This design comes from an exercise in tuning for small area on the open sky130 flow, not from production work.
Only simulation tests tie the RTL to the original design; equivalence was not proved.
Power figures rest on the tool's default switching activity, not on a simulated workload.

alpha:
## pcap_multi_capture
module pcap_multi_capture #(
    parameter int NCHAN = 4,
    parameter int DW    = 32,
    parameter int ACC_W = 64
) (
    input  logic                  clk_i,
    input  logic                  reset_i,
    input  logic                  arm_i,
    input  logic                  disarm_i,
    input  logic [1:0]            capture_edge_i,
    input  logic [5:0]            shift_sum_i,
    input  logic [2*NCHAN-1:0]    chan_mode_i,
    input  logic                  enable_i,
    input  logic                  gate_i,
    input  logic                  capture_i,
    input  logic [NCHAN*DW-1:0]   posbus_i,
    output logic [DW-1:0]         dat_o,
    output logic                  dat_valid_o,
    input  logic                  dat_ready_i,
    output logic                  actv_o,
    output logic                  done_o,
    output logic [1:0]            status_o,
    output logic [1:0]            health_o
);
Size: ~3400 cells after synthesis, roughly 190 I/O pins, ~37000 um2 of cells after synthesis.
clock: 10.0 ns
lec_check: 0
cap_margin: 10
core_margin: 2
core_utilization: 40
cts_buf_list: sky130_fd_sc_hd__clkbuf_4 sky130_fd_sc_hd__clkbuf_8
slew_margin: 10
standard.sh (not shown) runs the stock make flow with config.mk's settings and CLKGATE_MAP_FILE= SYNTH_SCRIPT=/design/flow/synth_recipe.tcl, a recipe that flattens the netlist after the stock synthesis.
==> flow/flow/run.sh <==
#!/bin/bash
set -e
export BUFFER_PORTS_ARGS="-buffer_cell sky130_fd_sc_hd__buf_1"
export CTS_ARGS="-sink_clustering_enable -repair_clock_nets -dont_use_dummy_load -sink_clustering_size 14 -sink_clustering_max_diameter 80 -buf_list {sky130_fd_sc_hd__clkbuf_4 sky130_fd_sc_hd__clkbuf_8}"
bash standard.sh > flow_run.log 2>&1
No stage failed in alpha, and the final checks on the layout all came back clean.
The following lists how beta was set up differently from alpha:
- a change of CORE_UTILIZATION from 40 to 60
- a change of SLEW_MARGIN from 10 to 40
- a change of CAP_MARGIN from 10 to 20
==> flow/flow/run.sh <==
#!/bin/bash
set -e
export BUFFER_PORTS_ARGS="-buffer_cell sky130_fd_sc_hd__buf_1"
export CTS_ARGS="-sink_clustering_enable -repair_clock_nets -dont_use_dummy_load -buf_list {sky130_fd_sc_hd__clkbuf_4 sky130_fd_sc_hd__clkbuf_8}"
bash standard.sh > flow_run.log 2>&1
==> comparison <==
- Status: sequential power parity (beta, alpha)
- Diff alpha -> beta | worst setup slack before clock tree synthesis | decrease of 0.38 ns
- The arrival time at the worst endpoint of alpha and that of beta are within noise of each other.
- beta vs. alpha: detailed-routing wirelength on met1 now smaller, final non-filler cell total decreased 328.
- beta — final setup slack of the worst path 0.076 ns lower, alpha as reference
- Re cell area: alpha was lower than beta.
- Total power after layout in beta is about 4.7% higher than in alpha
- beta finished every stage and its layout cleared the timing, design-rule and antenna checks.
- Compare beta and alpha | required time at the endpoint of the critical path higher: alpha
- Routed wire length grows slightly when moving from alpha to beta.
- beta ended up with a lower sequential share of cell area than alpha did.
### beta -> gamma
- SLEW_MARGIN changed from 40 to 10
- CAP_MARGIN changed from 20 to 10
- CORE_UTILIZATION changed from 60 to 40
==> flow/flow/run.sh <==
#!/bin/bash
set -e
export BUFFER_PORTS_ARGS="-buffer_cell sky130_fd_sc_hd__buf_1"
export GPL_KEEP_OVERFLOW=0
export CTS_ARGS="-sink_clustering_enable -repair_clock_nets -dont_use_dummy_load -sink_clustering_size 14 -sink_clustering_max_diameter 80 -buf_list {sky130_fd_sc_hd__clkbuf_4 sky130_fd_sc_hd__clkbuf_8}"
bash standard.sh > flow_run.log 2>&1
Notes after the runs:
- Delta (gamma minus beta): worst-margin pin slew grew by 0.32 ns; first-pass detailed-route iteration total grew by 2; number of buffers inserted to repair setup after CTS grew by 28.
- Clock share of power came out lower on gamma than on beta.

========
The RTL this note starts from:
==> flow/design.v <==
module pcap_multi_capture #(
    parameter int NCHAN = 4,
    parameter int DW    = 32,
    parameter int ACC_W = 64
) (
    input  logic                  clk_i,
    input  logic                  reset_i,
    input  logic                  arm_i,
    input  logic                  disarm_i,
    input  logic [1:0]            capture_edge_i,
    input  logic [5:0]            shift_sum_i,
    input  logic [2*NCHAN-1:0]    chan_mode_i,
    input  logic                  enable_i,
    input  logic                  gate_i,
    input  logic                  capture_i,
    input  logic [NCHAN*DW-1:0]   posbus_i,
    output logic [DW-1:0]         dat_o,
    output logic                  dat_valid_o,
    input  logic                  dat_ready_i,
    output logic                  actv_o,
    output logic                  done_o,
    output logic [1:0]            status_o,
    output logic [1:0]            health_o
);
    localparam int            IW       = (NCHAN > 1) ? $clog2(NCHAN) : 1;
    localparam logic [IW-1:0] LAST_IDX = IW'(NCHAN - 1);
    localparam logic [1:0] ST_IDLE  = 2'd0;
    localparam logic [1:0] ST_ARMED = 2'd1;
    localparam logic [1:0] ST_RUN   = 2'd2;
    localparam logic [1:0] ST_DRAIN = 2'd3;
    logic [1:0]    state_q, state_d;
    logic          dat_valid_q, dat_valid_d;
    logic          actv_q, done_q, done_d;
    logic [1:0]    status_q, status_d, health_q, health_d;
    logic          enable_q, capture_q;
    logic [IW-1:0] idx_q;
    logic [1:0]    pend_q;
    logic          zf_q;                        
    logic [NCHAN-1:0][DW-1:0]    prev_q;
    logic [NCHAN-1:0][ACC_W-1:0] acc_q;
    logic [NCHAN-1:0][ACC_W-1:0] res_q;         
    logic [NCHAN-1:0]            res_sum_q;     
    logic [5:0]                  sh_q;          
    logic                    edge_s, run_s, cap_s, accept_s, last_s, frame_free_s, start_s, too_close_s;
    logic                    en_rise_s, en_fall_s, end_req_s;
    logic [1:0]              end_status_s;
    logic [NCHAN-1:0][ACC_W-1:0] sum_s;
    logic [NCHAN-1:0]        ovf_s;
    always_comb begin
        case (capture_edge_i)
            2'd1:    edge_s = ~capture_i & capture_q;
            2'd2:    edge_s = capture_i ^ capture_q;
            default: edge_s = capture_i & ~capture_q;
        endcase
        run_s        = (state_q == ST_RUN);
        en_rise_s    = enable_i & ~enable_q;
        en_fall_s    = ~enable_i & enable_q;
        cap_s        = run_s & enable_i & edge_s & ~disarm_i;
        accept_s     = dat_valid_q & dat_ready_i;
        last_s       = (idx_q == LAST_IDX);
        frame_free_s = ~dat_valid_q | (accept_s & last_s);
        start_s      = cap_s & frame_free_s;
        too_close_s  = cap_s & ~frame_free_s;
    end
    logic [DW-1:0] keep_s;
    logic          chk_q;                       
    logic [1:0]    health_s;                    
    always_comb begin
        for (int i = 0; i < DW; i++) keep_s[i] = (5'(i) >= sh_q[4:0]);
        for (int n = 0; n < NCHAN; n++)
            ovf_s[n] = res_sum_q[n] & ~sh_q[5] &
                       (|((res_q[n][ACC_W-2:DW-1] ^ res_q[n][ACC_W-1:DW]) & keep_s));
        health_s = (chk_q & (|ovf_s) & (health_q != 2'd1)) ? 2'd2 : health_q;
    end
    always_comb begin
        for (int n = 0; n < NCHAN; n++) begin
            logic [1:0]       mode;
            logic             use_acc, use_ref, use_smp;
            logic [ACC_W-1:0] a, b;
            logic [DW-1:0]    smp;
            logic             c32, sb, ao;
            mode    = chan_mode_i[2*n +: 2];
            smp     = posbus_i[n*DW +: DW];
            use_ref = cap_s & (mode == 2'd1);
            use_acc = ~zf_q & ~(cap_s & (mode != 2'd2));
            use_smp = gate_i | (cap_s & (mode != 2'd2));
            a[DW-1:0]     = use_acc ? acc_q[n][DW-1:0] : (use_ref ? ~prev_q[n] : '0);
            a[ACC_W-1:DW] = zf_q ? '0 : acc_q[n][ACC_W-1:DW];
            b             = use_smp ? {{(ACC_W-DW){smp[DW-1]}}, smp} : '0;
            c32 = use_ref;
            for (int j = 0; j < DW / 4; j++) begin
                logic co, t;
                co = (j == 0) ? use_ref : 1'b0;
                for (int i = 4*j; i < 4*j + 4; i++) begin
                    sum_s[n][i] = a[i] ^ b[i] ^ co;
                    co          = (a[i] & b[i]) | (a[i] & co) | (b[i] & co);
                end
                if (j == 0) begin
                    c32 = co;
                end else begin
                    t = 1'b1;
                    for (int i = 4*j; i < 4*j + 4; i++) begin
                        logic s0;
                        s0          = sum_s[n][i];
                        sum_s[n][i] = s0 ^ (c32 & t);
                        t           = t & s0;
                    end
                    c32 = co | (c32 & t);
                end
            end
            sb  = b[DW-1];
            ao  = 1'b1;
            for (int i = DW; i < ACC_W; i++) begin
                sum_s[n][i] = a[i] ^ ((c32 ^ sb) & ao);
                ao = ao & (a[i] ^ sb);
            end
        end
    end
    always_comb begin
        state_d      = state_q;
        dat_valid_d  = dat_valid_q;
        done_d       = 1'b0;
        status_d     = status_q;
        health_d     = health_s;
        end_req_s    = 1'b0;
        end_status_s = 2'd0;
        if (accept_s & last_s) dat_valid_d = 1'b0;
        if (start_s) begin
            dat_valid_d = 1'b1;
        end else if (too_close_s) begin
            health_d = 2'd1;
        end
        case (state_q)
            ST_IDLE: begin
                if (arm_i) begin
                    state_d  = ST_ARMED;
                    health_d = 2'd0;
                    status_d = 2'd0;
                end
            end
            ST_ARMED: begin
                if (disarm_i) begin
                    end_req_s    = 1'b1;
                    end_status_s = 2'd1;
                end else if (en_rise_s) begin
                    state_d = ST_RUN;
                end
            end
            ST_RUN: begin
                if (disarm_i) begin
                    end_req_s    = 1'b1;
                    end_status_s = 2'd1;
                end else if (too_close_s) begin
                    end_req_s    = 1'b1;
                    end_status_s = 2'd2;
                end else if (en_fall_s) begin
                    end_req_s    = 1'b1;
                    end_status_s = 2'd0;
                end
            end
            default: begin
                end_req_s    = 1'b1;
                end_status_s = pend_q;
            end
        endcase
        if (end_req_s) begin
            if (dat_valid_d) begin
                state_d = ST_DRAIN;
            end else begin
                state_d  = ST_IDLE;
                done_d   = 1'b1;
                status_d = end_status_s;
            end
        end
    end
    always_ff @(posedge clk_i or posedge reset_i) begin
        if (reset_i) begin
            state_q     <= ST_IDLE;
            dat_valid_q <= 1'b0;
            actv_q      <= 1'b0;
            done_q      <= 1'b0;
            status_q    <= 2'd0;
            health_q    <= 2'd0;
            chk_q       <= 1'b0;
        end else begin
            state_q     <= state_d;
            dat_valid_q <= dat_valid_d;
            actv_q      <= (state_d != ST_IDLE);
            done_q      <= done_d;
            status_q    <= status_d;
            health_q    <= health_d;
            chk_q       <= start_s;
        end
    end
    always_ff @(posedge clk_i) begin
        enable_q  <= enable_i;
        capture_q <= capture_i;
        zf_q      <= ~run_s | cap_s;
        if (end_req_s) pend_q <= end_status_s;
        if (start_s) idx_q <= '0;
        else if (accept_s) idx_q <= idx_q + 1'b1;
        acc_q <= sum_s;
        for (int n = 0; n < NCHAN; n++) begin
            if (~run_s | (start_s & (chan_mode_i[2*n +: 2] == 2'd1)))
                prev_q[n] <= posbus_i[n*DW +: DW];
        end
        if (frame_free_s) begin
            res_q <= sum_s;
            sh_q  <= shift_sum_i;
            for (int n = 0; n < NCHAN; n++)
                res_sum_q[n] <= (chan_mode_i[2*n +: 2] == 2'd2);
        end
    end
    logic [ACC_W-1:0] out_res_s;
    logic [5:0]       out_sh_s;
    logic [3:0]       d54, d32, d10;
    logic [47:0]      st1_s;
    logic [35:0]      st2_s;
    logic [DW-1:0]    word_s;
    always_comb begin
        out_res_s = res_q[idx_q];
        out_sh_s  = res_sum_q[idx_q] ? sh_q : 6'd0;
        d54 = 4'b0001 << out_sh_s[5:4];
        d32 = 4'b0001 << out_sh_s[3:2];
        d10 = 4'b0001 << out_sh_s[1:0];
        for (int i = 0; i < 48; i++)
            st1_s[i] = (d54[0] & out_res_s[i]) |
                       (d54[1] & out_res_s[(i + 16 < ACC_W) ? i + 16 : ACC_W - 1]) |
                       (d54[2] & out_res_s[(i + 32 < ACC_W) ? i + 32 : ACC_W - 1]) |
                       (d54[3] & out_res_s[(i + 48 < ACC_W) ? i + 48 : ACC_W - 1]);
        for (int i = 0; i < 36; i++)
            st2_s[i] = (d32[0] & st1_s[i]) | (d32[1] & st1_s[i + 4]) |
                       (d32[2] & st1_s[i + 8]) | (d32[3] & st1_s[(i + 12 < 48) ? i + 12 : 47]);
        for (int i = 0; i < DW; i++)
            word_s[i] = (d10[0] & st2_s[i]) | (d10[1] & st2_s[i + 1]) |
                        (d10[2] & st2_s[i + 2]) | (d10[3] & st2_s[i + 3]);
    end
    assign dat_o       = word_s;
    assign dat_valid_o = dat_valid_q;
    assign actv_o      = actv_q;
    assign done_o      = done_q;
    assign status_o    = status_q;
    assign health_o    = health_s;
endmodule
==> flow/config.mk <==
export PLATFORM = sky130hd
export DESIGN_NAME = pcap_multi_capture
export DESIGN_NICKNAME = pcap_multi_capture
export VERILOG_FILES = /design/flow/design.v
export SDC_FILE = /design/flow/constraint.sdc
export NUM_CORES = 4
export LEC_CHECK = 0
export ABC_AREA = 1
export CAP_MARGIN = 10
export CORE_MARGIN = 2
export CORE_UTILIZATION = 40
export CTS_BUF_LIST = sky130_fd_sc_hd__clkbuf_4 sky130_fd_sc_hd__clkbuf_8
export SLEW_MARGIN = 10
==> flow/constraint.sdc <==
create_clock -name core_clock -period 10.0 [get_ports {clk_i}]
set_input_delay 2.0000 -clock core_clock [delete_from_list [all_inputs] [get_ports {clk_i}]]
set_output_delay 2.0000 -clock core_clock [all_outputs]
set_load 0.01 [all_outputs]
==> flow/flow/run.sh <==
#!/bin/bash
set -e
export BUFFER_PORTS_ARGS="-buffer_cell sky130_fd_sc_hd__buf_1"
export CTS_ARGS="-sink_clustering_enable -repair_clock_nets -dont_use_dummy_load -sink_clustering_size 14 -sink_clustering_max_diameter 80 -buf_list {sky130_fd_sc_hd__clkbuf_4 sky130_fd_sc_hd__clkbuf_8}"
bash standard.sh > flow_run.log 2>&1
The starting point finished clean.
Then changed:
- ABC_AREA: 1 -> not set
Outcome: Via count came out higher by 3.9%. Cell area went up by 3.7%. Core utilization hardly moves.

-- static timing again, ports no longer ideal --
In the flow no input, the clock included, has a driving cell. The finished layouts below were timed again as built, in two steps.
Step 1 (the two cells are an assumption about what drives the block):
set clk [get_ports {clk_i}]
set_driving_cell -lib_cell sky130_fd_sc_hd__clkbuf_16 $clk
set_driving_cell -lib_cell sky130_fd_sc_hd__buf_2 [delete_from_list [all_inputs] $clk]
Step 2 times the ports against the registers' clock, not the clock port: input delays grow and output delays shrink by t, the midpoint of the rising clock arrivals with the driver on.
Slacks: no drivers / after step 1 / after step 2; pairs: no drivers / after step 1.
run | t (ns) | setup WS [ns] | slew at the worst register clock pin (ns) | worst data-port slew with drivers (ns)
alpha | 0.742 | 0.319 / 0.359 / -0.384 | 0.10 / 0.10 | 0.14
beta | 0.760 | 0.243 / 0.281 / -0.478 | 0.07 / 0.07 | 0.06
gamma | 0.760 | 0.248 / 0.284 / -0.476 | 0.10 / 0.10 | 0.17
the first run of note 2 | 0.719 | 2.116 / 2.165 / 1.446 | 0.10 / 0.10 | 0.21
the second run of note 2 | 0.795 | 1.579 / 1.632 / 0.837 | 0.11 / 0.11 | 0.18
With both steps, setup timing fails in alpha, beta and gamma, where it was met with ideal ports. For the second run of note 2, which loses most, drivers alone change the setup slack by +0.053 ns; drivers and shift together by -0.742 ns.
